Source: an optimization exercise on an open RTL-to-GDS flow (aim: small area, a short achievable clock period and few clock cycles per item). Production flows keep margins and buffers that such runs may drop. At most, simulation tests tie the RTL to the original design; equivalence was not proved. Power and IR drop assume default switching activity.

==> run a: inputs <==
## conv_pe_top
module conv_pe_top (
    input  logic        clk,
    input  logic        rst,
    input  logic        wght_valid_i,
    input  logic [63:0] wght_i,
    output logic        wght_ready_o,
    input  logic        act_valid_i,
    input  logic [63:0] act_i,
    output logic        act_ready_o,
    output logic [23:0] result_o,
    output logic        result_valid_o
);
==> flow/config.mk <==
export PLATFORM = sky130hd
export DESIGN_NAME = conv_pe_top
export DESIGN_NICKNAME = conv_pe_top
export VERILOG_FILES = /design/flow/design.v
export SDC_FILE = /design/flow/constraint.sdc
export NUM_CORES = 4
export LEC_CHECK = 0
export CAP_MARGIN = 20
export CORE_MARGIN = 2
export CORE_UTILIZATION = 40
export SETUP_SLACK_MARGIN = 2.8
export SLEW_MARGIN = 20
export SYNTH_HIERARCHICAL = 1
export SYNTH_MINIMUM_KEEP_SIZE = 0
==> flow/constraint.sdc <==
create_clock -name core_clock -period 5.0 [get_ports {clk}]
set_input_delay 1.0000 -clock core_clock [delete_from_list [all_inputs] [get_ports {clk}]]
set_output_delay 1.0000 -clock core_clock [all_outputs]
set_load 0.01 [all_outputs]
run.sh (not shown) runs the stock make flow with config.mk's settings and CLKGATE_MAP_FILE= SYNTH_SCRIPT=/design/flow/synth_recipe.tcl, a recipe that flattens the netlist after the stock synthesis.
==> inputs of run b, as changes to run a <==
--- a/flow/design.v
+++ b/flow/design.v
@@ -53,28 +53,30 @@
             wring[k] <= wring[k + 1];
         end
     end
     logic [63:0] aq;
     logic [63:0] wr;
-    assign aq = act_i;
-    assign wr = wring[0];
-    logic [6:1] vld_t;
-    logic [6:1] fst_t;
-    logic [6:1] lst_t;
+    always_ff @(posedge clk) begin
+        aq <= act_i;
+    end
+    assign wr = wring[8];
+    logic [7:1] vld_t;
+    logic [7:1] fst_t;
+    logic [7:1] lst_t;
     logic vld;
     logic fst;
     always_ff @(posedge clk) begin
-        vld_t <= {vld_t[5:1], act_acc};
-        fst_t <= {fst_t[5:1], act_acc & (ph_q == 4'd0)};
+        vld_t <= {vld_t[6:1], act_acc};
+        fst_t <= {fst_t[6:1], act_acc & (ph_q == 4'd0)};
         if (rst) begin
             lst_t <= '0;
         end else begin
-            lst_t <= {lst_t[5:1], act_acc & (ph_q == 4'd8)};
+            lst_t <= {lst_t[6:1], act_acc & (ph_q == 4'd8)};
         end
     end
-    assign vld = vld_t[3];
-    assign fst = fst_t[3];
+    assign vld = vld_t[4];
+    assign fst = fst_t[4];
     logic [22:0] acc_s;
     logic [22:0] acc_c;
     logic [164:0] r1;
     logic [59:0] r2;
     logic [28:0] r3;
@@ -1989,7 +1991,7 @@
     assign sum[11:0] = lo_q[11:0];
     assign sum[22:12] = hi_q + {10'd0, lo_q[12]};
     always_ff @(posedge clk) begin
         result_o <= sum[22] ? 24'd0 : {1'b0, sum[22:0]};
     end
-    assign result_valid_o = lst_t[6];
+    assign result_valid_o = lst_t[7];
 endmodule
==> flow/flow/run.sh (new file) <==
#!/bin/bash
# The standard layout, with two resizer settings changed: cells may be
# swapped for ones of another footprint during repair, and the port buffers
# are plain buffers instead of the smallest-area (delay) buffer.
set -euo pipefail
bash standard.sh MATCH_CELL_FOOTPRINT=0 "BUFFER_PORTS_ARGS=-buffer_cell sky130_fd_sc_hd__buf_2" finish > make.log 2>&1
==> flow/standard.sh (new file) <==
#!/bin/bash
# synth_recipe.tcl (not shown) runs the flow's synth.tcl, then flattens the netlist and writes it again
# the make line also repeats each setting of config.mk as NAME=value (left out here)
make -C /OpenROAD-flow-scripts/flow DESIGN_CONFIG=/design/flow/config.mk WORK_HOME=/design/flow/orfs CLKGATE_MAP_FILE= SYNTH_SCRIPT=/design/flow/synth_recipe.tcl "${@:-finish}"
- CORE_UTILIZATION: 40 -> 75
removed: flow/run.sh
==> inputs of run c, as changes to run a <==
--- a/flow/design.v
+++ b/flow/design.v
@@ -53,30 +53,32 @@
             wring[k] <= wring[k + 1];
         end
     end
     logic [63:0] aq;
     logic [63:0] wr;
-    assign aq = act_i;
-    assign wr = wring[0];
-    logic [6:1] vld_t;
-    logic [6:1] fst_t;
-    logic [6:1] lst_t;
+    always_ff @(posedge clk) begin
+        aq <= act_i;
+    end
+    assign wr = wring[8];
+    logic [7:1] vld_t;
+    logic [7:1] fst_t;
+    logic [7:1] lst_t;
     logic vld;
     logic fst;
     always_ff @(posedge clk) begin
-        vld_t <= {vld_t[5:1], act_acc};
-        fst_t <= {fst_t[5:1], act_acc & (ph_q == 4'd0)};
+        vld_t <= {vld_t[6:1], act_acc};
+        fst_t <= {fst_t[6:1], act_acc & (ph_q == 4'd0)};
         if (rst) begin
             lst_t <= '0;
         end else begin
-            lst_t <= {lst_t[5:1], act_acc & (ph_q == 4'd8)};
+            lst_t <= {lst_t[6:1], act_acc & (ph_q == 4'd8)};
         end
     end
-    assign vld = vld_t[3];
-    assign fst = fst_t[3];
-    logic [22:0] acc_s;
-    logic [22:0] acc_c;
+    assign vld = vld_t[4];
+    assign fst = fst_t[4];
+    logic [23:0] acc_s;
+    logic [23:0] acc_c;
     logic [164:0] r1;
     logic [59:0] r2;
     logic [28:0] r3;
     logic fs0;
     logic fc0;
@@ -1134,10 +1136,14 @@
     logic hc526;
     logic fs527;
     logic fc527;
     logic fs528;
     logic fc528;
+    logic fs529;
+    logic fc529;
+    logic hs530;
+    logic hc530;
     assign hs461 = ~(fc457 ^ fs460);
     assign hc461 = fc457 | fs460;
     assign hs473 = ~(fc468 ^ fs472);
     assign hc473 = fc468 | fs472;
     assign hs494 = ~(fc491 ^ fs493);
@@ -1146,10 +1152,12 @@
     assign hc498 = fc495 | fs497;
     assign hs522 = ~(fc519 ^ fs521);
     assign hc522 = fc519 | fs521;
     assign hs526 = ~(fc523 ^ fs525);
     assign hc526 = fc523 | fs525;
+    assign hs530 = ~(fc527 ^ fs529);
+    assign hc530 = fc527 | fs529;
     csa_fa u_fa0 (.a(~(aq[0] & wr[0])), .b(~(aq[8] & wr[8])), .c(~(aq[16] & wr[16])), .s(fs0), .co(fc0));
     csa_fa u_fa1 (.a(~(aq[24] & wr[24])), .b(~(aq[32] & wr[32])), .c(~(aq[40] & wr[40])), .s(fs1), .co(fc1));
     csa_fa u_fa2 (.a(~(aq[48] & wr[48])), .b(~(aq[56] & wr[56])), .c(fs0), .s(fs2), .co(fc2));
     csa_fa u_fa3 (.a(~(aq[1] & wr[0])), .b(~(aq[0] & wr[1])), .c(~(aq[9] & wr[8])), .s(fs3), .co(fc3));
     csa_fa u_fa4 (.a(~(aq[8] & wr[9])), .b(~(aq[17] & wr[16])), .c(~(aq[16] & wr[17])), .s(fs4), .co(fc4));
@@ -1669,10 +1677,11 @@
     csa_fa u_fa523 (.a(~vld), .b((acc_s[20] | fst)), .c((acc_c[20] | fst)), .s(fs523), .co(fc523));
     csa_fa u_fa524 (.a(fc521), .b(fs523), .c(hc522), .s(fs524), .co(fc524));
     csa_fa u_fa525 (.a(~vld), .b((acc_s[21] | fst)), .c((acc_c[21] | fst)), .s(fs525), .co(fc525));
     csa_fa u_fa527 (.a(~vld), .b((acc_s[22] | fst)), .c((acc_c[22] | fst)), .s(fs527), .co(fc527));
     csa_fa u_fa528 (.a(fc525), .b(fs527), .c(hc526), .s(fs528), .co(fc528));
+    csa_fa u_fa529 (.a(~vld), .b((acc_s[23] | fst)), .c((acc_c[23] | fst)), .s(fs529), .co(fc529));
     always_ff @(posedge clk) begin
         r1[0] <= fs1;
         r1[1] <= fs2;
         r1[2] <= fs8;
         r1[3] <= fs9;
@@ -1976,20 +1985,15 @@
         acc_c[20] <= 1'b1;
         acc_s[21] <= fc524;
         acc_c[21] <= hs526;
         acc_s[22] <= fs528;
         acc_c[22] <= 1'b1;
+        acc_s[23] <= fc528;
+        acc_c[23] <= hs530;
     end
-    logic [12:0] lo_q;      
-    logic [10:0] hi_q;      
-    logic [22:0] sum;
-    always_ff @(posedge clk) begin
-        lo_q <= {1'b0, ~acc_s[11:0]} + {1'b0, ~acc_c[11:1], 1'b0};
-        hi_q <= (~acc_s[22:12]) + (~acc_c[22:12]);
-    end
-    assign sum[11:0] = lo_q[11:0];
-    assign sum[22:12] = hi_q + {10'd0, lo_q[12]};
+    logic [23:0] sum_q;
     always_ff @(posedge clk) begin
-        result_o <= sum[22] ? 24'd0 : {1'b0, sum[22:0]};
+        sum_q <= (~acc_s) + {~acc_c[23:1], 1'b0};
+        result_o <= sum_q[23] ? '0 : sum_q;
     end
-    assign result_valid_o = lst_t[6];
+    assign result_valid_o = lst_t[7];
 endmodule
- SETUP_SLACK_MARGIN: 2.8 -> 2.7
==> run notes <==
----------------------------------------------------
[Outcome]
  Run status ... no timing/DRC/antenna violations

[Floorplan]
  Core area ... 0.0865 mm^2

[Detailed routing]
  Met2 WL post-DR ... 41900 um

[Finish]
  Filler cell count in the final layout ... 7342

[Min path]
  Worst Hold Path EP ... wring[4][55]
  Startpoint of the most critical hold path ... wring[5][55]

[Power and ir drop]
  Power in sequential cells ... 10.8 mW

[Critical path]
  Critical path launch point type ... primary input
  Total number of cells along the worst setup path ... 5

----------------------------------------------------
[end of results for run a]
==> run notes <==
----------------------------------------------------
[Outcome]
  Run status ... no timing/DRC/antenna violations

[Min path]
  Startpoint of the most critical hold path ... wring[3][12]

[Critical path]
  Total number of cells along the worst setup path ... 4

[Finish]
  Filler cell count in the final layout ... roughly 1900

[Power and ir drop]
  Power in sequential cells ... 11.6 mW

[Detailed routing]
  Met2 WL post-DR ... 47300 um

----------------------------------------------------
[end of results for run b]
==> run notes <==
----------------------------------------------------
[Outcome]
  Run status ... no timing/DRC/antenna violations

[Critical path]
  Critical path launch point type ... flip-flop

[Power and ir drop]
  Power in sequential cells ... 11.5 mW

[Min path]
  Startpoint of the most critical hold path ... wring[3][0]

[Detailed routing]
  Met2 WL post-DR ... 41100 um

[Floorplan]
  Core area ... ~0.090 mm^2

----------------------------------------------------
[end of results for run c]
Testbench counts of run b, summed over its fixed seeds: cycles 8,884, windows 900.
No functional check of the RTL was part of run a and run c.

-- port drivers added, routing unchanged --
In the flow no input, the clock included, has a driving cell. The finished layouts below were timed again as built, in two steps.
Step 1, drivers: a clkbuf_16 drives clk and a buf_2 each remaining input, both assumed.
Step 2 moves the port delays by t, midway between the first and last clock arrival at a register: inputs arrive t later, outputs are due t later. That takes back most of the time a late clock gives input paths.
Three values: no drivers, after step 1, after step 2; two values: the first two.
run | t (ns) | setup slack, ns | hold slack, ns
run a | 0.727 | 2.688 / 2.685 / 1.958 | 0.277 / 0.277 / 0.277
run b | 0.723 | 2.674 / 2.674 / 2.295 | 0.322 / 0.322 / 0.322
run c | 0.720 | 2.627 / 2.627 / 2.105 | 0.310 / 0.310 / 0.310
After both steps every run listed still meets setup and hold. For run a, which loses most, drivers alone change the setup slack by -0.003 ns; drivers and shift together by -0.730 ns.
